From an optimization exercise on the open Yosys and OpenROAD flow, aimed at small area; shortcuts taken in it are not production practice. The RTL was checked by simulation tests, not by an equivalence proof against the original design. Power is estimated from default activity; no workload was simulated.

==> flow/design.v (outline; a module is shown in full before it is edited, if it fits) <==
// module spectrum_peak_finder: 1341 lines
// module spf_fa: 10 lines
// module spf_ao22: 9 lines
// module spf_cpa: 225 lines
// module spf_pg: 4 lines
// module spf_aoi21: 3 lines
// module spf_oai21: 3 lines
// module spf_nand2: 3 lines
// module spf_nor2: 3 lines
// module spf_or2: 3 lines
// module spf_inv: 3 lines
// module spf_xor2: 3 lines
// module spf_xnor2: 3 lines
// module spf_cmp: 9 lines
// module spf_cmpk: 8 lines
module spectrum_peak_finder (
  input  logic        clk,
  input  logic        rst,
  input  logic [4:0]  curr_nfft,
  input  logic [15:0] s_re,
  input  logic [15:0] s_im,
  input  logic        s_valid,
  input  logic        s_last,
  output logic        s_ready,
  output logic [9:0]  max_index,
  output logic [31:0] max_mag,
  output logic        max_valid,
  output logic        frame_err
);
  // ...
==> flow/run.sh <==
#!/bin/bash
# synth_recipe.tcl (not shown) runs the flow's synth.tcl, then flattens the netlist and writes it again
# the make line also repeats each setting of config.mk as NAME=value (left out here)
make -C /OpenROAD-flow-scripts/flow DESIGN_CONFIG=/design/flow/config.mk WORK_HOME=/design/flow/orfs CLKGATE_MAP_FILE= SYNTH_SCRIPT=/design/flow/synth_recipe.tcl finish
==> flow/config.mk <==
export PLATFORM = sky130hd
export DESIGN_NAME = spectrum_peak_finder
export DESIGN_NICKNAME = spectrum_peak_finder
export VERILOG_FILES = /design/flow/design.v
export SDC_FILE = /design/flow/constraint.sdc
export NUM_CORES = 4
export LEC_CHECK = 0
export CAP_MARGIN = 20
export CORE_MARGIN = 2
export CORE_UTILIZATION = 60
export CTS_BUF_LIST = sky130_fd_sc_hd__clkbuf_4
export CTS_CLUSTER_SIZE = 10
export SLEW_MARGIN = 20
export SYNTH_HIERARCHICAL = 1
export SYNTH_MINIMUM_KEEP_SIZE = 0
==> flow/constraint.sdc <==
create_clock -name core_clock -period 7.5 [get_ports {clk}]
set_input_delay 1.5000 -clock core_clock [delete_from_list [all_inputs] [get_ports {clk}]]
set_output_delay 1.5000 -clock core_clock [all_outputs]
set_load 0.01 [all_outputs]
==> summary.txt, run 1 <==
Final layout
  – Design Area, Final: 12990 um2
  – Regs by FF count: best_mag: 32 flops, mag_q: 32 flops, max_mag: 32 flops
  – Multi-input gate count: 817
  – FF+latch area: 2843 um2
  – Final clock-cell share: 1.955%
  – Plain + repair buffers: 127
  – Signal buf overhead: 9.109%
  – Fill cells: 1488

Clock tree
  – CTS tree: yes
  – Root buf cell: clkbuf_4
  – Post-CTS Hold Fix Bufs: 0
  – Sink Count: 135

STA
  – Peak Freq: 149.9 MHz
  – Hold_ws: 462.3 ps
  – PnR worst setup slack: 828.2 ps

Floorplan
  – Initial core utilization: 61.12%
  – Chip width: 141.8 um
  – Total Die Area: 20110 um2

Status
  – Status: no timing/DRC/antenna violations

Setup path
  – Crit path buffers/inverters: 12
  – Arrival @ worst endpoint: 7100 ps
  – Crit-path max cell delay: 640 ps
  – Crit path launch type: primary input

Route
  – DRT iter0 DRCs: 559
  – Via/cell ratio: 5.720

Placement
  – Placed insts: 1405

Logic synthesis
  – Synthesis Warnings: 7
  – Largest family of logic cells by synthesized area: adder cells
  – Synth Area in XOR/XNOR: 3.997%
  – Register bit count reported by yosys: 135
  – Synth async-reset ratio: 0%
  – Mapped cell area: 11390 um2

Pwr
  – Part of the power in registers: 19.5%

Global routing
  – GR met3 Demand/Resource: 5.130%
==> inputs of run 2 (changes only) <==
==> flow/flow/run.sh (new file) <==
#!/bin/bash
# Own layout flow: the standard layout (standard.sh, which also runs the
# standard synthesis) with two changes passed to ORFS through its variables:
#  - the port buffers that buffer_ports inserts are sky130_fd_sc_hd__buf_1
#    (every input and output port still gets its own buffer);
#  - clock tree synthesis builds the tree from clkbuf_4 without dummy loads.
# The ORFS output of the whole run goes to standard_flow.log in this folder;
# each ORFS step also keeps its own log under orfs/logs/.
set -euo pipefail
export BUFFER_PORTS_ARGS="-buffer_cell sky130_fd_sc_hd__buf_1"
export CTS_ARGS="-sink_clustering_enable -repair_clock_nets -dont_use_dummy_load -buf_list sky130_fd_sc_hd__clkbuf_4 -sink_clustering_size 10"
bash standard.sh > standard_flow.log 2>&1
==> flow/standard.sh (new file) <==
#!/bin/bash
# synth_recipe.tcl (not shown) runs the flow's synth.tcl, then flattens the netlist and writes it again
# the make line also repeats each setting of config.mk as NAME=value (left out here)
make -C /OpenROAD-flow-scripts/flow DESIGN_CONFIG=/design/flow/config.mk WORK_HOME=/design/flow/orfs CLKGATE_MAP_FILE= SYNTH_SCRIPT=/design/flow/synth_recipe.tcl "${@:-finish}"
removed: flow/run.sh
==> run 2 against run 1 <==
  * Still clean
  * Clock power is 28% lower
  * Sequential share of layout area increased by 1.3 points
  * First-iteration DRC count is 2.5% higher
  * Critical path type unchanged
==> summary.txt, run 2 <==
Placement
  – Place WS: 621.9 ps
  – GPL Wtd Cong: 0.9543
  – Port bufs: 84
  – Detailed placement HPWL: 21590 um

Logic synthesis
  – Avg Cell Area, Syn: 10.54 um2
  – Synthesis Warnings: 7 (unchanged)
  – Post-synth EDFFs: 14
  – Synth async-reset ratio: 0% (unchanged)
  – Dominant synthesized flop cell: dfxtp_1
  – Synth area leaders: fa_1, dfxtp_1, nand2_1
  – Distinct cell type count after synthesis: 48
  – Synth top cells by count: nand2_1, fa_1, dfxtp_1, a22o_1, inv_1
  – Mapped cell area: 11390 um2 (unchanged)
  – Syn Inst Count: 1081
  – Synth top area share: 37.25%
  – Register area share after synthesis: 24.95%
  – Top-count cell post-synth: nand2_1
  – Area leader, netlist: fa_1
  – Register bit count reported by yosys: 135 (unchanged)

Global routing
  – Vias in the first global route: 8441
  – Grt ovf: 0
  – Initial antenna violation count: 1
  – First-pass GRT wire length: 44190 um
  – M2 GR Usage: 46.60%
  – Pin count of the biggest net entering global routing: 43
  – GR peak layer: met2
  – GR Layer Usage met1: 39.79%
  – GRT Total Usage: 28.69%
  – GR met3 Demand/Resource: 4.421% (-0.71 points)

Clock tree
  – Root buf cell: clkbuf_4
  – H-tree Lvls: 4
  – CTS tree: yes
  – Worst-case clock buffer depth: 2
  – Later-pin clock latency in the skew report: 510 ps
  – Sink Count: 135 (unchanged)
  – Clock-pin slew on the worst setup and hold paths: 110 ps
  – Post-CTS Hold Fix Bufs: 0 (unchanged)
  – Postcts setup bufs: 0
  – CTS Buf Count: 17
  – Post-CTS resize count: 0

Hold path
  – Hold wc startpoint: dr_q[0]
  – HP Class: flip-flop to flip-flop

STA
  – PnR worst setup slack: 1060 ps (+231.7 ps)
  – Slew Limit Fails: 0
  – Period minus WS final: 6440 ps
  – Worst rel slew slack: 42.42%
  – Hold_ws: 461.2 ps (-1.118 ps)
  – RSZ-0062 raised after global routing: no
  – Worst-Margin Slew: 857.1 ps
  – Total negative slack: 0 ps
  – Count of final hold-check violations: 0
  – Clock Skews: 39.62 ps
  – Period utilisation layout: 85.87%
  – Final Setup Violations: 0
  – Peak Freq: 155.3 MHz (+3.6%)

Route
  – DRT iter0 DRCs: 573 (+2.5%)
  – Routed wire per std cell: 19.17 um
  – # DRC: 0
  – Vias: 8116
  – First-pass DRT Iterations: 5
  – Antenna-violating nets left: 0
  – Via/cell ratio: 5.728 (+0.13%)
  – Drt total wl: 27160 um

Final layout
  – Final Util: 65.92%
  – Fin nets: 1476
  – Regs by FF count: best_mag: 32 flops, mag_q: 32 flops, max_mag: 32 flops
  – Share of cells above drive strength 1: 8.629%
  – Layout area overhead: 7.851%
  – Commonest cells after routing, fill and taps aside: nand2_1, fa_1, dfxtp_1
  – Commonest non-fill, non-tap cell in the layout: nand2_1

Setup path
  – Crit path launch type: primary input
  – Cells along the critical path: buf_1, nand2_1, fa_1, fa_1, fa_1, fa_1, fa_1, fa_1, ha_1, nand2_1, nor2_1, a21oi_2, o21ai_1, inv_1, o21ai_1, a21oi_2, xor2_1
  – Worst r2r src: best_mag[4]
  – CP startpoint: s_re[2]
  – Crit-path slowest cell: buf_1
  – Critical path's most frequent cell: fa_1
  – Crit end category: flip-flop
  – Setup CP Type: primary input to flip-flop
  – Top delay family on crit path: adder cells
  – CP max FO: 15
  – Crit path buffers/inverters: 2 (-10)
  – Arrival @ worst endpoint: 6850 ps (-250 ps)
  – Worst EP required: 7910 ps
  – Crit-path max cell delay: 620 ps (-20 ps)

Floorplan
  – Core box area: 18640 um2
  – Chip width: 141.8 um (unchanged)
  – Initial core utilization: 61.12% (unchanged)
  – Die H: 141.8 um
  – Total Die Area: 20110 um2 (unchanged)
  – Row count: 50
  – Num ports: 86

Pwr
  – Lkg Pwr: 0.004689 uW
  – PD cells: 413.7 nW/um2
  – Peak supply drop: 364.1 uV
  – Total power: 5084 uW

Flow run
  – MaxCap Viol Count: 0

Status
  – Status: no timing/DRC/antenna violations
## run 2: cell counts after synthesis
Identical to the previous run, type by type.
## run 2: where the power goes
group	internal (uW)	total, uW	switching [uW]
Combinational	1660	3760	2110
Clock	104	310	206
Sequential	923	1010	87.1
## run 2: cell families (layout without fill, tap and decap cells)
group | after synthesis | count (layout) | share of synthesized area, %
flops | 135 | 135 | 24.95
compound gates | 173 | 173 | 12.53
buf+inv | 131 | 230 | 4.447
mux | 3 | 3 | 0.3074
other cells | 3 | 6 | 0.09882
fa+ha+maj | 251 | 251 | 41.53
xor+xnor | 52 | 52 | 3.997
simple gates | 333 | 333 | 12.14
## run 2: per-layer routing
layer / part of all wire (%) / wire length (um)
met1: 43 / 11640
met2: 48 / 12900
met3: 6.8 / 1835
met4: 2.9 / 783
met5: 0 / 0
## run 2: final cells by class
cell class	instances	area, um2
antenna	1	2.502
clock buffer	17	127.6
fill	1544	6354
inverter	93	349.1
multi-input combinational	817	8069
sequential	135	2843
tap	234	292.8
timing repair buffer	120	605.6
## run 2: per-stage QoR
stage,std cells,cell area [um2]
2_1_floorplan,1083,11400
3_3_place_gp,1398,12130
3_5_place_dp,1398,12130
4_1_cts,1415,12260
5_1_grt,1417,12290
6_report,1417,12290
## run 2: worst paths after layout
kind / end / slack (ps) / cells past startpoint
max: mag_q[30] / 1060 / 17
min: dr_q[1] / 460 / 1
max reg2reg: best_mag[21] / 2610 / 21
min reg2reg: dr_q[1] / 460 / 1
## run 2: per-module statistics from Yosys, one instance, submodules excluded, excerpt
module,times used,flops+latches
spf_cpa,1,0
spf_oai21,10,0
spf_fa,212,0
spf_ao22,82,0
spf_cmp,1,0
spf_inv,18,0
spf_cmpk,4,0
spectrum_peak_finder,1,135
spf_pg,32,0
spf_nor2,5,0
spf_aoi21,34,0
spf_nand2,10,0
spf_xnor2,21,0
spf_xor2,25,0
==> inputs of run 3 (changes only) <==
--- a/flow/config.mk
+++ b/flow/config.mk
@@ -10,4 +10,3 @@
 export CORE_UTILIZATION = 60
-export CTS_BUF_LIST = sky130_fd_sc_hd__clkbuf_4
-export CTS_CLUSTER_SIZE = 10
+export GPL_TIMING_DRIVEN = 0
 export SLEW_MARGIN = 20
==> run 3 against run 2 <==
  * Power is 0.79% higher
  * Sequential cell count stayed put
  * Largest cell class unchanged
  * Still clean
  * Critical path type unchanged
  * Largest power group unchanged
  * Highest routed layer unchanged
  * Register-to-register slack better by 500 ps
==> summary.txt, run 3 <==
STA
  – Worst rel slew slack: 36.44% (-6.0 points)
  – RSZ-0062 raised after global routing: no
  – Peak Freq: 147.2 MHz (-5.2%)
  – Clock Skews: 39.49 ps (-0.1334 ps)
  – Hold_ws: 470.3 ps (+9.139 ps)
  – Total negative slack: 0 ps (unchanged)
  – Period minus WS final: 6796 ps (+355.7 ps)
  – Final Setup Violations: 0 (unchanged)
  – Count of final hold-check violations: 0 (unchanged)
  – Slew Limit Fails: 0 (unchanged)
  – Period utilisation layout: 90.61% (+4.7 points)
  – Worst-Margin Slew: 946.1 ps (+89.00 ps)

Route
  – Vias: 8129 (+0.16%)
  – Routed wire per std cell: 18.75 um (-2.2%)
  – Drt total wl: 26630 um (-2.0%)
  – Top Metal Used: met4
  – Met1 WL: 11330 um (-2.7%)
  – DRT iter0 DRCs: 590 (+3.0%)
  – # DRC: 0 (unchanged)
  – Antenna-violating nets left: 0 (unchanged)
  – Length of routed met2 wiring: 12940 um (+0.27%)
  – Via/cell ratio: 5.725 (about the same)
  – WL met3: 1790 um (-2.5%)
  – First-pass DRT Iterations: 6 (+1)

Global routing
  – Grt ovf: 0 (unchanged)
  – Initial antenna violation count: 1 (unchanged)
  – Vias in the first global route: 8536 (+1.1%)
  – First-pass GRT wire length: 43610 um (-1.3%)
  – Pin count of the biggest net entering global routing: 43 (unchanged)
  – GRT Total Usage: 28.22% (-0.47 points)

Logic synthesis
  – Mapped cell area: 11390 um2 (unchanged)
  – Dominant synthesized flop cell: dfxtp_1
  – Synthesis Warnings: 7 (unchanged)
  – Synth top area share: 37.25% (unchanged)
  – Register area share after synthesis: 24.95% (unchanged)
  – Top-count cell post-synth: nand2_1
  – Post-synth EDFFs: 14 (unchanged)
  – Avg Cell Area, Syn: 10.54 um2 (unchanged)
  – Distinct cell type count after synthesis: 48 (unchanged)
  – Synth async-reset ratio: 0% (unchanged)
  – Area leader, netlist: fa_1
  – Syn Inst Count: 1081 (unchanged)
  – Synth area leaders: fa_1, dfxtp_1, nand2_1
  – Register bit count reported by yosys: 135 (unchanged)
  – Synth top cells by count: nand2_1, fa_1, dfxtp_1, a22o_1, inv_1

Clock tree
  – Sink Count: 135 (unchanged)
  – Root buf cell: clkbuf_4
  – Post-CTS resize count: 0 (unchanged)
  – Worst-case clock buffer depth: 2 (unchanged)
  – Clock-pin slew on the worst setup and hold paths: 120 ps (about the same)
  – CTS Buf Count: 17 (unchanged)
  – H-tree Lvls: 4 (unchanged)
  – Later-pin clock latency in the skew report: 510 ps (about the same)
  – Postcts setup bufs: 0 (unchanged)
  – CTS tree: yes
  – Post-CTS Hold Fix Bufs: 0 (unchanged)

Setup path
  – Setup CP Type: primary input to flip-flop
  – Crit-path max cell delay: 530 ps (-90 ps)
  – Critical Path Sink: mag_q[30]
  – Crit path launch type: primary input
  – Crit-path slowest cell: fa_1
  – Worst EP required: 7950 ps (+40 ps)
  – R2R Path End: best_mag[17]
  – CP startpoint: s_re[5]
  – Critical path's most frequent cell: a21oi_2
  – CP max FO: 10 (-5)
  – Arrival @ worst endpoint: 7250 ps (+400 ps)
  – Crit end category: flip-flop
  – Top delay family on crit path: compound AO/OA/AOI/OAI gates
  – R2R Setup Slk: 3110 ps (+500 ps)
  – Worst r2r src: best_mag[2]
  – Crit path buffers/inverters: 8 (+6)
  – Crit path depth: 26 (+9)
  – Worst r2r path cells: 21 (unchanged)

Final layout
  – Share of cells above drive strength 1: 6.076% (-2.6 points)
  – Non-filler instance count after layout: 1420 (+0.21%)
  – Commonest cells after routing, fill and taps aside: nand2_1, fa_1, dfxtp_1
  – Final Util: 65.66% (-0.26 points)
  – Commonest non-fill, non-tap cell in the layout: nand2_1
  – Regs by FF count: best_mag: 32 flops, mag_q: 32 flops, max_mag: 32 flops
  – Fill cells: 1550 (+0.39%)
  – Fin nets: 1479 (+0.20%)
  – Layout area overhead: 7.433%

Hold path
  – HP Class: flip-flop to flip-flop

Floorplan
  – Core box area: 18640 um2 (unchanged)
  – Row count: 50 (unchanged)
  – Num ports: 86 (unchanged)
  – Initial core utilization: 61.12% (unchanged)
  – Die H: 141.8 um (unchanged)
  – Chip width: 141.8 um (unchanged)
  – Total Die Area: 20110 um2 (unchanged)

Placement
  – Placed insts: 1402 (+0.29%)
  – Detailed placement HPWL: 21460 um (-0.58%)
  – Port bufs: 82 (-2.4%)
  – GPL Wtd Cong: 0.9376 (-1.7%)

Flow run
  – MaxCap Viol Count: 0 (unchanged)

Pwr
  – PD cells: 418.6 nW/um2 (+1.2%)
  – Peak supply drop: 713.9 uV (+96%)
  – Total power: 5124 uW (+0.79%)
  – Lkg Pwr: 0.004601 uW (-1.9%)

Status
  – Status: no timing/DRC/antenna violations
## run 3: cell counts after synthesis
No cell type changed its count.
## run 3: where the power goes
group	internal, uW	switching [uW]
clock	104	207
sequential	923	88.1
combinational	1640	2160
total	2670	2460
## run 3: final cells by class
| class | instances | area, um2 | area share (%) |
|---|---|---|---|
| Inverter | 93 | 349.1 | 2.852 |
| Multi-Input combinational cell | 817 | 8079 | 66.00 |
| Buffer | 38 | 157.7 | 1.288 |
| Sequential cell | 135 | 2843 | 23.22 |
| Clock buffer | 17 | 127.6 | 1.043 |
| Tap cell | 234 | 292.8 | 2.392 |
| Timing Repair Buffer | 85 | 390.4 | 3.189 |
| Antenna cell | 1 | 2.502 | 0.02044 |
## run 3: worst register-to-register path: cells and delay by family (launching register included)
family,cells,cell delay (ps)
AO/OA/AOI/OAI,17,3020
buffers and inverters,2,290
flip-flops,1,340
AND/OR/NAND/NOR,2,700
## run 3: logic make-up (layout without fill, tap and decap cells)
logic type / count (synthesis) / count (layout) / share of synthesized area [%]
and+or+nand+nor: 333 / 333 / 12.14
adders and majority gates: 251 / 251 / 41.53
DFF: 135 / 135 / 24.95
other: 3 / 6 / 0.09882
xor gates and xnor gates: 52 / 52 / 3.997
buffers and inverters: 131 / 233 / 4.447
muxes: 3 / 3 / 0.3074
AOI/OAI and AO/OA: 173 / 173 / 12.53
## run 3: Yosys stat by module (local to each module, per instance), excerpt
module	cell area, um2	times used	cells inside	flops+latches
spectrum_peak_finder	4558	1	528	135
spf_ao22	8.758	82	1	0
spf_aoi21	8.758	34	1	0
spf_cmp	3.754	1	1	0
spf_cmpk	125.1	4	22	0
spf_cpa	7.507	1	1	0
spf_fa	20.02	212	1	0
spf_inv	3.754	18	1	0
spf_nand2	3.754	10	1	0
spf_oai21	5.005	10	1	0
spf_or2	6.256	14	1	0
spf_xnor2	8.758	21	1	0
spf_xor2	8.758	25	1	0
## run 3: metrics by stage
step / area, um2 / setup slack, ps
finish: 12240 / 704.2
global route: 12240 / 283.3
CTS: 12240 / 740.1
detailed placement: 12110 / 195.1
global placement: 12000 / 238.7
floorplan: 11400 / 1080
## run 3: worst min path at each step
stage,to,slack (ps),from,cells after the start
after floorplan,dr_q[1],430,dr_q[0],1
after global placement,dr_q[1],430,dr_q[0],1
after detailed placement,dr_q[1],450,dr_q[0],1
after CTS,dr_q[1],470,dr_q[0],1
after global routing,max_idx_q[3],490,max_idx_q[3],1
final,dr_q[1],470,dr_q[0],1
## run 3: routing by layer
layer,global-route usage [%],up-vias
met4,8.053,0
li1,-,3735
met2,47.34,326
met1,38.45,4022
met3,4.522,46
met5,0,-
==> inputs of run 4 (changes only) <==
==> flow/flow/run.sh (replaced) <==
#!/bin/bash
# Own layout flow: the standard layout (standard.sh, which also runs the
# standard synthesis) with these changes:
#  - after synthesis, flow/downsize.tcl swaps each combinational cell to the
#    smallest drive strength of its family (repair steps upsize as needed);
#  - the port buffers that buffer_ports inserts are sky130_fd_sc_hd__buf_1
#    (every input and output port still gets its own buffer);
#  - clock tree synthesis builds the tree from clkbuf_4 without dummy loads.
# Each tool's output goes to a log of its own in this folder (standard_synth.log,
# downsize.log, standard_flow.log); ORFS also keeps per-step logs in orfs/logs/.
set -euo pipefail
export BUFFER_PORTS_ARGS="-buffer_cell sky130_fd_sc_hd__buf_1"
export CTS_ARGS="-sink_clustering_enable -repair_clock_nets -dont_use_dummy_load -buf_list sky130_fd_sc_hd__clkbuf_4 -sink_clustering_size 10"
bash standard.sh synth > standard_synth.log 2>&1
R=orfs/results/$FLOW_PLATFORM/spectrum_peak_finder/base
cat > downsize_run.tcl <<EOT
read_db $R/1_synth.odb
source flow/downsize.tcl
write_db $R/1_synth.odb
EOT
openroad -no_init -exit downsize_run.tcl > downsize.log 2>&1
bash standard.sh > standard_flow.log 2>&1
==> flow/flow/downsize.tcl (new file) <==
# Swap every combinational cell of the synthesized netlist to the smallest
# cell of the same function family (same pins); the later repair steps
# upsize again wherever timing, slew or capacitance need it.
set db [ord::get_db]
set block [[$db getChip] getBlock]
set masters [dict create]
foreach lib [$db getLibs] {
  foreach m [$lib getMasters] {
    dict set masters [$m getName] $m
  }
}
set swapped 0
set saved 0
foreach inst [$block getInsts] {
  set m [$inst getMaster]
  set name [$m getName]
  if {![regexp {^(sky130_fd_sc_hd__[a-z0-9]+)_([0-9]+)$} $name -> base drive]} { continue }
  if {[regexp {df|dl|sdf|edf|conb|tap|fill|decap|clk} $base]} { continue }
  set best $m
  set best_area [expr {[$m getWidth] * [$m getHeight]}]
  foreach d {0 1 2 4} {
    set cand "${base}_$d"
    if {![dict exists $masters $cand]} { continue }
    set cm [dict get $masters $cand]
    set a [expr {[$cm getWidth] * [$cm getHeight]}]
    if {$a < $best_area} { set best $cm; set best_area $a }
  }
  if {$best ne $m} {
    set saved [expr {$saved + [$m getWidth] * [$m getHeight] - $best_area}]
    $inst swapMaster $best
    incr swapped
  }
}
puts "downsize: swapped $swapped cells, saved [expr {$saved / 1e6}] um^2"
==> run 4 against run 3 <==
  * Combinational power is 7.4% lower
  * Sequential power hardly changed
  * Clock skew is 5.2 ps higher
  * Still clean
  * Wire length is 0.39% lower
  * Maximum frequency is 1.8% lower
  * Global-route usage is 0.078 points lower
  * Sequential cell count stayed put
  * Clock power is 2% lower
  * Core utilization is 0.22 points lower
  * Synthesized cell count stayed put
  * Sequential share of layout area is 0.23 points higher
  * Hold slack worse by 10 ps
==> summary.txt, run 4 <==
Setup path
  – Crit-path slowest cell: fa_1
  – Worst r2r path cells: 21 (unchanged)
  – CP max FO: 10 (unchanged)
  – Crit-path max cell delay: 530 ps (about the same)
  – Arrival @ worst endpoint: 7340 ps (+90 ps)
  – Worst EP required: 7910 ps (-40 ps)
  – Crit path launch type: primary input
  – Critical path's most frequent cell: a21oi_1
  – Crit end category: flip-flop
  – Setup CP Type: primary input to flip-flop

Final layout
  – Design Area, Final: 12120 um2 (-1.0%)
  – Layout area overhead: 8.006%
  – Multi-input gate area: 7933 um2 (-1.8%)
  – Commonest non-fill, non-tap cell in the layout: nand2_1
  – Final Util: 65.45% (-0.22 points)
  – FF+latch area: 2843 um2 (unchanged)
  – Non-filler instance count after layout: 1422 (+0.14%)
  – Regs by FF count: best_mag: 32 flops, mag_q: 32 flops, max_mag: 32 flops
  – Fin nets: 1481 (+0.14%)
  – Commonest cells after routing, fill and taps aside: nand2_1, fa_1, dfxtp_1
  – Share of cells above drive strength 1: 3.117% (-3.0 points)
  – Fill cells: 1543 (-0.45%)

STA
  – RSZ-0062 raised after global routing: no
  – Period utilisation layout: 92.31% (+1.7 points)
  – Final Setup Violations: 0 (unchanged)
  – Clock Skews: 44.64 ps (+5.154 ps)
  – Slew Limit Fails: 0 (unchanged)
  – Period minus WS final: 6923 ps (+127.3 ps)
  – Worst-Margin Slew: 964.4 ps (+18.29 ps)
  – Count of final hold-check violations: 0 (unchanged)
  – Hold_ws: 460.2 ps (-10.18 ps)
  – Peak Freq: 144.4 MHz (-1.8%)
  – Worst rel slew slack: 35.21% (-1.2 points)

Route
  – Routed wire per std cell: 18.65 um (-0.53%)
  – # DRC: 0 (unchanged)
  – Via/cell ratio: 5.666 (-1.0%)
  – First-pass DRT Iterations: 5 (-1)
  – DRT iter0 DRCs: 525 (-11%)
  – Drt total wl: 26530 um (-0.39%)
  – Antenna-violating nets left: 0 (unchanged)
  – Vias: 8057 (-0.89%)

Pwr
  – Lkg Pwr: 0.004599 uW (about the same)
  – Peak supply drop: 692.1 uV (-3.1%)
  – PD cells: 398.4 nW/um2 (-4.8%)

Status
  – Status: no timing/DRC/antenna violations

Global routing
  – Initial antenna violation count: 1 (unchanged)
  – GRT Total Usage: 28.14% (-0.078 points)
  – Pin count of the biggest net entering global routing: 24 (-44%)
  – First-pass GRT wire length: 43190 um (-0.95%)
  – Grt ovf: 0 (unchanged)
  – Vias in the first global route: 8336 (-2.3%)

Logic synthesis
  – Synthesis Warnings: 7 (unchanged)
  – Syn Inst Count: 1081 (unchanged)
  – Avg Cell Area, Syn: 10.38 um2 (-1.5%)
  – Mapped cell area: 11220 um2 (-1.5%)

Floorplan
  – Chip width: 140.8 um (-0.75%)
  – Die H: 140.8 um (-0.75%)
  – Core box area: 18520 um2 (-0.67%)
  – Num ports: 86 (unchanged)
  – Total Die Area: 19810 um2 (-1.5%)
  – Initial core utilization: 60.59% (-0.53 points)
  – Row count: 50 (unchanged)

Clock tree
  – H-tree Lvls: 4 (unchanged)
  – Worst-case clock buffer depth: 2 (unchanged)
  – Root buf cell: clkbuf_4
  – CTS tree: yes
  – Clock-pin slew on the worst setup and hold paths: 120 ps (about the same)
  – Later-pin clock latency in the skew report: 490 ps (-20 ps)
  – CTS Buf Count: 17 (unchanged)
  – Sink Count: 135 (unchanged)

Flow run
  – MaxCap Viol Count: 0 (unchanged)

Placement
  – Placed insts: 1403 (+0.071%)
  – Detailed placement HPWL: 21460 um (about the same)
  – Port bufs: 82 (unchanged)
  – GPL Wtd Cong: 0.9285 (-0.97%)
  – DP Area: 11970 um2 (-1.2%)

Hold path
  – Hold Crit Depth: 1 (unchanged)
  – HP Class: flip-flop to flip-flop
run 4: critical path, delay by kind of cell:
kind	cells	cell delay, ps
compound gates	11	2360
fa+ha+maj	4	1790
buf+inv	8	1110
xor+xnor	2	370
simple gates	1	180
run 4: area by class of cell:
class | count | area share (%)
tap | 234 | 2.416
buffer | 38 | 1.198
clock buffer | 17 | 1.053
multi-input combinational | 817 | 65.46
inverter | 93 | 2.880
sequential | 135 | 23.46
antenna | 1 | 0.02065
timing repair buffer | 87 | 3.521
run 4: repair_timing:
action / in CTS / in global routing
hold buffers: 0 / 0
gates resized for setup: 0 / 8
endpoints found under the setup margin: 0 / 12
setup buffers: 0 / 1
run 4: routing by layer:
layer	GRT usage, %	routed length, um
met2	46.47	12800
met3	4.857	1794
met1	38.82	11280
met5	0	0
met4	8.263	649
run 4: path summary, 6_finish.rpt:
path | slack [ps] | from | endpoint
max | 580 | s_re[6] | mag_q[26]
min | 460 | mag_q[3] | best_mag[3]
min reg2reg | 460 | mag_q[3] | best_mag[3]
max reg2reg | 2970 | best_mag[4] | best_mag[18]
run 4: where the power goes:
part	total, uW	internal [uW]	switching, uW	leakage (uW)
Clock	305	104	201	0.0000782
Sequential	1010	923	81.7	0.00112
Combinational	3520	1530	1990	0.00340
run 4: stage by stage:
stage	power, uW	setup slack, ps	TNS (ps)
3_3_place_gp	4346	-275.4	-1175
4_1_cts	4762	190.3	0
5_1_grt	5370	57.96	0
6_report	4829	576.9	0
3_5_place_dp	4443	-337.3	-1577
2_1_floorplan	3630	973.1	0
==> inputs of run 5 (changes only) <==
--- a/flow/flow/run.sh
+++ b/flow/flow/run.sh
@@ -3,3 +3,3 @@
 # standard synthesis) with these changes:
-#  - after synthesis, flow/downsize.tcl swaps each combinational cell to the
+#  - after synthesis, the synthesis buffers are removed and flow/downsize.tcl swaps each combinational cell to the
 #    smallest drive strength of its family (repair steps upsize as needed);
@@ -16,3 +16,5 @@
 cat > downsize_run.tcl <<EOT
+read_liberty $FLOW_HOME/platforms/$FLOW_PLATFORM/lib/sky130_fd_sc_hd__tt_025C_1v80.lib
 read_db $R/1_synth.odb
+remove_buffers
 source flow/downsize.tcl
--- a/flow/config.mk
+++ b/flow/config.mk
@@ -10,3 +10,2 @@
 export CORE_UTILIZATION = 60
-export GPL_TIMING_DRIVEN = 0
 export SLEW_MARGIN = 20
==> run 5 against run 4 <==
  * Still clean
  * Sequential share of layout area fell by 0.068 points
  * Critical path depth up 6
  * Clock-buffer cell count is the same
  * Clock power is essentially flat
  * Hold slack got worse by 6.9 ps
  * Synthesized cell count shrank 3.5%
  * Die area is 1.2% lower
  * Synthesized area shrank 1.3%
  * Final cell count down 0.42%
  * Critical path type unchanged
  * Largest power group unchanged
==> summary.txt, run 5 <==
Status
  – Status: no timing/DRC/antenna violations

Floorplan
  – Chip width: 139.9 um (-0.62%)
  – Core box area: 18020 um2 (-2.7%)
  – Row count: 49 (-2.0%)
  – Initial core utilization: 61.46% (+0.87 points)
  – Total Die Area: 19570 um2 (-1.2%)
  – Die H: 139.9 um (-0.62%)
  – Num ports: 86 (unchanged)

Pwr
  – Part of the power in registers: 21.5% (+0.7 points)
  – Switching fraction of total power: 45.70% (-1.3 points)
  – Clock power share: 6.5% (+0.2 points)
  – Peak supply drop: 250.1 uV (-64%)
  – Switching Power: 2138 uW (-5.8%)
  – PD cells: 385.0 nW/um2 (-3.4%)
  – Lkg Pwr: 0.004694 uW (+2.0%)
  – Combinational share of power: 72.0% (-0.9 points)
  – P_int: 2541 uW (-0.70%)

Clock tree
  – Postcts setup bufs: 0 (unchanged)
  – CTS Buf Count: 17 (unchanged)
  – Later-pin clock latency in the skew report: 490 ps (about the same)
  – H-tree Lvls: 4 (unchanged)
  – Post-CTS Hold Fix Bufs: 0 (unchanged)
  – Worst-case clock buffer depth: 2 (unchanged)
  – Post-CTS resize count: 0 (unchanged)
  – Sink Count: 135 (unchanged)
  – CTS tree: yes
  – Root buf cell: clkbuf_4
  – Clock-pin slew on the worst setup and hold paths: 120 ps (about the same)

Setup path
  – CP max FO: 5 (-5)
  – CP startpoint: s_re[1]
  – Critical path's most frequent cell: a21oi_1
  – R2R Setup Slk: 3040 ps (+70 ps)
  – Worst r2r path cells: 21 (unchanged)
  – Crit path buffers/inverters: 13 (+5)
  – Crit-path max cell delay: 500 ps (-30 ps)
  – Top delay family on crit path: compound AO/OA/AOI/OAI gates
  – R2R Path End: best_mag[19]
  – Crit-path slowest cell: fa_1
  – Crit end category: flip-flop
  – Worst EP required: 7940 ps (+30 ps)
  – Worst r2r src: best_mag[4]
  – Arrival @ worst endpoint: 6950 ps (-390 ps)
  – Setup CP Type: primary input to flip-flop
  – Crit path launch type: primary input

Hold path
  – Worst Hold Endpoint: frame_err
  – Hold Crit Depth: 1 (unchanged)
  – Hold wc startpoint: err_q
  – HP Class: flip-flop to flip-flop

Final layout
  – Fin nets: 1480 (-0.068%)
  – Share of cells above drive strength 1: 5.481% (+2.4 points)
  – Regs by FF count: best_mag: 32 flops, mag_q: 32 flops, max_mag: 32 flops
  – Layout area overhead: 9.714%
  – Commonest non-fill, non-tap cell in the layout: nand2_1
  – Commonest cells after routing, fill and taps aside: nand2_1, fa_1, dfxtp_1

Route
  – First-pass DRT Iterations: 5 (unchanged)
  – Antenna-violating nets left: 0 (unchanged)
  – Routed wire per std cell: 18.84 um (+1.0%)
  – DRT iter0 DRCs: 545 (+3.8%)
  – Vias: 8095 (+0.47%)
  – Drt total wl: 26680 um (+0.59%)
  – Via/cell ratio: 5.717 (+0.90%)
  – # DRC: 0 (unchanged)

STA
  – RSZ-0062 raised after global routing: no
  – Slew Limit Fails: 0 (unchanged)
  – Peak Freq: 153.5 MHz (+6.3%)
  – Final Setup Violations: 0 (unchanged)
  – Worst-Margin Slew: 892.9 ps (-71.57 ps)
  – Period minus WS final: 6515 ps (-408.4 ps)
  – Worst rel slew slack: 40.02% (+4.8 points)
  – Period utilisation layout: 86.86% (-5.4 points)
  – Total negative slack: 0 ps (unchanged)
  – Clock Skews: 39.53 ps (-5.111 ps)
  – Count of final hold-check violations: 0 (unchanged)
  – PnR worst setup slack: 985.3 ps (+408.4 ps)

Global routing
  – GRT Total Usage: 28.37% (+0.23 points)
  – Initial antenna violation count: 1 (unchanged)
  – First-pass GRT wire length: 43180 um (about the same)
  – Pin count of the biggest net entering global routing: 43 (+79%)
  – Grt ovf: 0 (unchanged)
  – Vias in the first global route: 8308 (-0.34%)

Placement
  – Place WS: 481.6 ps (+818.8 ps)
  – Port bufs: 84 (+2.4%)
  – Detailed placement HPWL: 21130 um (-1.6%)
  – GPL Wtd Cong: 0.9287 (about the same)

Logic synthesis
  – Avg Cell Area, Syn: 10.62 um2 (+2.3%)
  – Syn Inst Count: 1043 (-3.5%)
  – Synthesis Warnings: 7 (unchanged)
  – Mapped cell area: 11080 um2 (-1.3%)

Flow run
  – MaxCap Viol Count: 0 (unchanged)
run 5: changes by cell type in the layout (fill, tap and decap cells not counted), sizes merged:
cell    change
buf        +35
clkbuf     -36
run 5: worst max-delay path by stage:
stage                      to  cells past startpoint
finish              mag_q[26]                     32
global placement    mag_q[26]                     32
detailed placement  mag_q[26]                     32
CTS                 mag_q[26]                     32
floorplan           mag_q[26]                     26
global route        mag_q[26]                     32
run 5: area by class of cell:
cell class              count  area [um2]
flip-flops and latches    135        2843
fillers                  1523        5871
diodes                      1       2.502
multi-input cells         817        7910
repair buffers            124       635.6
clock buffers              17       127.6
well taps                 229       286.5
inverters                  93       349.1
run 5: layer usage:
layer	vias to the layer above	track usage (%)	wire length, um
met5	-	0	0
met4	0	7.474	530
met3	37	6.194	2146
met2	353	45.16	12320
met1	3978	40.06	11690
li1	3727	-	-
run 5: power groups by stage:
stage	Combinational (uW)	Clock, uW	Sequential, uW
after floorplan	2610	0	998
after global placement	3280	0	1020
after detailed placement	3370	0	1020
after CTS	3380	318	1000
after global routing	3880	344	1020
final	3370	305	1010
run 5: worst reg2reg max path, cell delays in order (launching register included):
cell      delay, ps
dfxtp_1         340
inv_1            70
o22ai_1         110
a311oi_1        280
o221ai_1        180
o311ai_1        100
o21ai_1         100
a311oi_1        380
o221ai_1        180
o311ai_1        120
o21ai_1         110
a311oi_1        350
o221ai_1        180
o311ai_1        110
o21ai_1         120
a311oi_1        310
o221ai_1        170
o311ai_1        200
nand2_1         220
nor2_2          120
buf_4           400
a22o_1          240
run 5: metrics by stage:
| step | hold slack, ps | cell area (um2) | power [uW] | util, % | std cells |
|---|---|---|---|---|---|
| floorplan | 425.3 | 11090 | 3610 | - | 1045 |
| global placement | 433.7 | 12000 | 4296 | 66.56 | 1397 |
| detailed placement | 439.8 | 12000 | 4388 | 66.56 | 1397 |
| CTS | 446.4 | 12120 | 4704 | 67.26 | 1414 |
| global route | 471.0 | 12150 | 5245 | 67.43 | 1416 |
| finish | 453.3 | 12150 | 4679 | 67.43 | 1416 |
==> inputs of run 6 (changes only) <==
--- a/flow/config.mk
+++ b/flow/config.mk
@@ -10,2 +10,3 @@
 export CORE_UTILIZATION = 60
+export GPL_TIMING_DRIVEN = 0
 export SLEW_MARGIN = 20
==> run 6 against run 5 <==
  * Design area down 1.5%
  * Clock power is essentially flat
  * Via count shrank 1.1%
  * Maximum frequency shrank 6.8%
  * Still clean
  * Non-clock buffer count shrank 36
  * Hold slack improved by 6.1 ps
  * Power is 0.55% higher
  * Register-to-register slack worse by 40 ps
  * Wire length is 4.7% lower
  * Sequential cell count unchanged
  * Final cell count down 2.5%
  * Core utilization fell by 1.0 points
==> summary.txt, run 6 <==
Status
  – Status: no timing/DRC/antenna violations

Clock tree
  – Root buf cell: clkbuf_4
  – Clock-pin slew on the worst setup and hold paths: 110 ps (about the same)
  – Later-pin clock latency in the skew report: 510 ps (+20 ps)
  – Post-CTS Hold Fix Bufs: 0 (unchanged)
  – H-tree Lvls: 4 (unchanged)
  – CTS Buf Count: 17 (unchanged)
  – Sink Count: 135 (unchanged)
  – CTS tree: yes
  – Worst-case clock buffer depth: 2 (unchanged)

Final layout
  – Share of cells above drive strength 1: 3.478% (-2.0 points)
  – Commonest non-fill, non-tap cell in the layout: nand2_1
  – Design Area, Final: 11970 um2 (-1.5%)
  – Layout area overhead: 8.053%
  – Commonest cells after routing, fill and taps aside: nand2_1, fa_1, dfxtp_1
  – Regs by FF count: best_mag: 32 flops, mag_q: 32 flops, max_mag: 32 flops
  – Fill cells: 1481 (-2.8%)
  – Fin nets: 1444 (-2.4%)

Route
  – # DRC: 0 (unchanged)
  – Routed wire per std cell: 18.44 um (-2.2%)
  – DRT iter0 DRCs: 451 (-17%)
  – Vias: 8007 (-1.1%)
  – First-pass DRT Iterations: 5 (unchanged)
  – Antenna-violating nets left: 0 (unchanged)
  – Via/cell ratio: 5.802 (+1.5%)
  – Drt total wl: 25440 um (-4.7%)

Placement
  – GPL Wtd Cong: 0.8980 (-3.3%)
  – Detailed placement HPWL: 19280 um (-8.7%)
  – Place WS: -409.3 ps (-890.9 ps)
  – Port bufs: 84 (unchanged)
  – DP Area: 11830 um2 (-1.4%)

Floorplan
  – Initial core utilization: 61.46% (unchanged)
  – Total Die Area: 19570 um2 (unchanged)
  – Die H: 139.9 um (unchanged)
  – Core box area: 18020 um2 (unchanged)
  – Row count: 49 (unchanged)
  – Num ports: 86 (unchanged)
  – Chip width: 139.9 um (unchanged)

Setup path
  – Critical Path Sink: mag_q[26]
  – CP max FO: 15 (+10)
  – CP startpoint: s_re[6]
  – Crit path launch type: primary input
  – R2R Setup Slk: 3000 ps (-40 ps)
  – Arrival @ worst endpoint: 7440 ps (+490 ps)
  – Worst r2r src: best_mag[4]
  – Worst EP required: 7950 ps (about the same)
  – R2R Path End: best_mag[9]
  – Setup CP Type: primary input to flip-flop
  – Crit end category: flip-flop
  – Worst r2r path cells: 21 (unchanged)

STA
  – RSZ-0062 raised after global routing: no
  – Slew Limit Fails: 0 (unchanged)
  – Period utilisation layout: 93.22% (+6.4 points)
  – Clock Skews: 37.63 ps (-1.897 ps)
  – Period minus WS final: 6992 ps (+476.9 ps)
  – Count of final hold-check violations: 0 (unchanged)
  – Final Setup Violations: 0 (unchanged)
  – Worst-Margin Slew: 1012 ps (+119.4 ps)
  – Total negative slack: 0 ps (unchanged)
  – Peak Freq: 143.0 MHz (-6.8%)
  – Worst rel slew slack: 32.52% (-7.5 points)
  – PnR worst setup slack: 508.4 ps (-476.9 ps)

Pwr
  – PD cells: 393.0 nW/um2 (+2.1%)
  – Peak supply drop: 354.5 uV (+42%)
  – Lkg Pwr: 0.004568 uW (-2.7%)

Global routing
  – Initial antenna violation count: 1 (unchanged)
  – GRT Total Usage: 27.62% (-0.75 points)
  – Grt ovf: 0 (unchanged)
  – First-pass GRT wire length: 42430 um (-1.7%)
  – Vias in the first global route: 8318 (+0.12%)
  – Pin count of the biggest net entering global routing: 30 (-30%)

Logic synthesis
  – Mapped cell area: 11080 um2 (unchanged)
  – Syn Inst Count: 1043 (unchanged)
  – Synthesis Warnings: 7 (unchanged)
  – Avg Cell Area, Syn: 10.62 um2 (unchanged)

Flow run
  – MaxCap Viol Count: 0 (unchanged)

Hold path
  – Hold wc startpoint: dr_q[0]
  – HP Class: flip-flop to flip-flop
-- run 6: layout make-up --
type | instances | area (um2) | area share (%)
tap | 229 | 286.5 | 2.394
sequential | 135 | 2843 | 23.75
clock buffer | 17 | 127.6 | 1.066
timing repair buffer | 88 | 436.7 | 3.648
inverter | 93 | 349.1 | 2.916
antenna | 1 | 2.502 | 0.02091
multi-input combinational | 817 | 7925 | 66.21
-- run 6: critical path: stages --
cell,delay [ps]
buf_1,670
nand2_1,180
fa_1,530
xnor2_1,220
fa_1,460
fa_1,470
ha_1,310
a21oi_1,230
inv_1,60
a21oi_1,210
inv_1,60
a21oi_1,210
inv_1,60
a21oi_1,190
inv_1,60
a21oi_1,200
inv_1,70
a21oi_1,240
o21ai_1,290
a21oi_2,360
inv_1,70
a21oi_1,270
o21ai_1,160
a21oi_1,170
xor2_1,140
-- run 6: timing repair --
| action | in CTS | in global routing |
|---|---|---|
| buffers inserted | 0 | 0 |
| endpoints found under the setup margin | 0 | 12 |
| resized for setup | 0 | 19 |
-- run 6: per-stage QoR --
step	power, uW	util (%)	hold WS (ps)	instances
floorplan	3610	-	425.3	1045
detailed placement	4392	65.60	451.1	1362
global placement	4284	64.84	438.1	1358
finish	4705	66.41	459.4	1380
CTS	4700	66.31	465.9	1379
global route	5252	66.41	473.4	1380
-- run 6: report_power, final --
group	switching, uW	internal [uW]	total, uW
combinational	1910	1480	3390
clock	204	104	308
sequential	85.7	923	1010
-- run 6: layer usage --
| layer | part of all wire [%] | GRT usage, % |
|---|---|---|
| met1 | 44 | 38.45 |
| met2 | 47 | 44.54 |
| met3 | 7.4 | 5.231 |
| met4 | 2.0 | 8.579 |
| met5 | 0 | 0 |
-- run 6: how the worst min path moves through the flow --
stage	endpoint	slack, ps	cells after the start
after floorplan	dr_q[1]	430	1
after global placement	dr_q[1]	440	1
after detailed placement	max_mag[14]	450	1
after CTS	dr_q[1]	470	1
after global routing	dr_q[1]	470	1
final	dr_q[1]	460	1

-- re-timing with driven ports --
The flow's constraints put no driver on any port. The routed layouts listed below were extracted and timed again, unchanged, in two steps. Step 1 (the two cells are an assumption about what drives the block):
set clk [get_ports {clk}]
set_driving_cell -lib_cell sky130_fd_sc_hd__clkbuf_16 $clk
set_driving_cell -lib_cell sky130_fd_sc_hd__buf_2 [delete_from_list [all_inputs] $clk]
Step 2 also shifts input and output timing later by t, the mid clock arrival at the registers, as if the neighbouring blocks saw the same clock. a / b / c = ideal ports / drivers / drivers and shift; a / b = the first two.
run	t (ns)	setup WS [ns]	clock arrival spread, ns
run 1	0.533	0.828 / 0.840 / 0.307	0.012 / 0.012
run 2	0.524	1.060 / 1.065 / 0.541	0.040 / 0.039
run 3	0.526	0.704 / 0.719 / 0.192	0.047 / 0.047
run 4	0.506	0.577 / 0.592 / 0.085	0.046 / 0.047
run 5	0.509	0.985 / 0.996 / 0.487	0.040 / 0.040
run 6	0.529	0.508 / 0.514 / -0.015	0.037 / 0.038
With both steps, setup timing fails in run 6, where it was met with ideal ports. For run 6, which loses most, drivers alone change the setup slack by +0.006 ns; drivers and shift together by -0.523 ns.
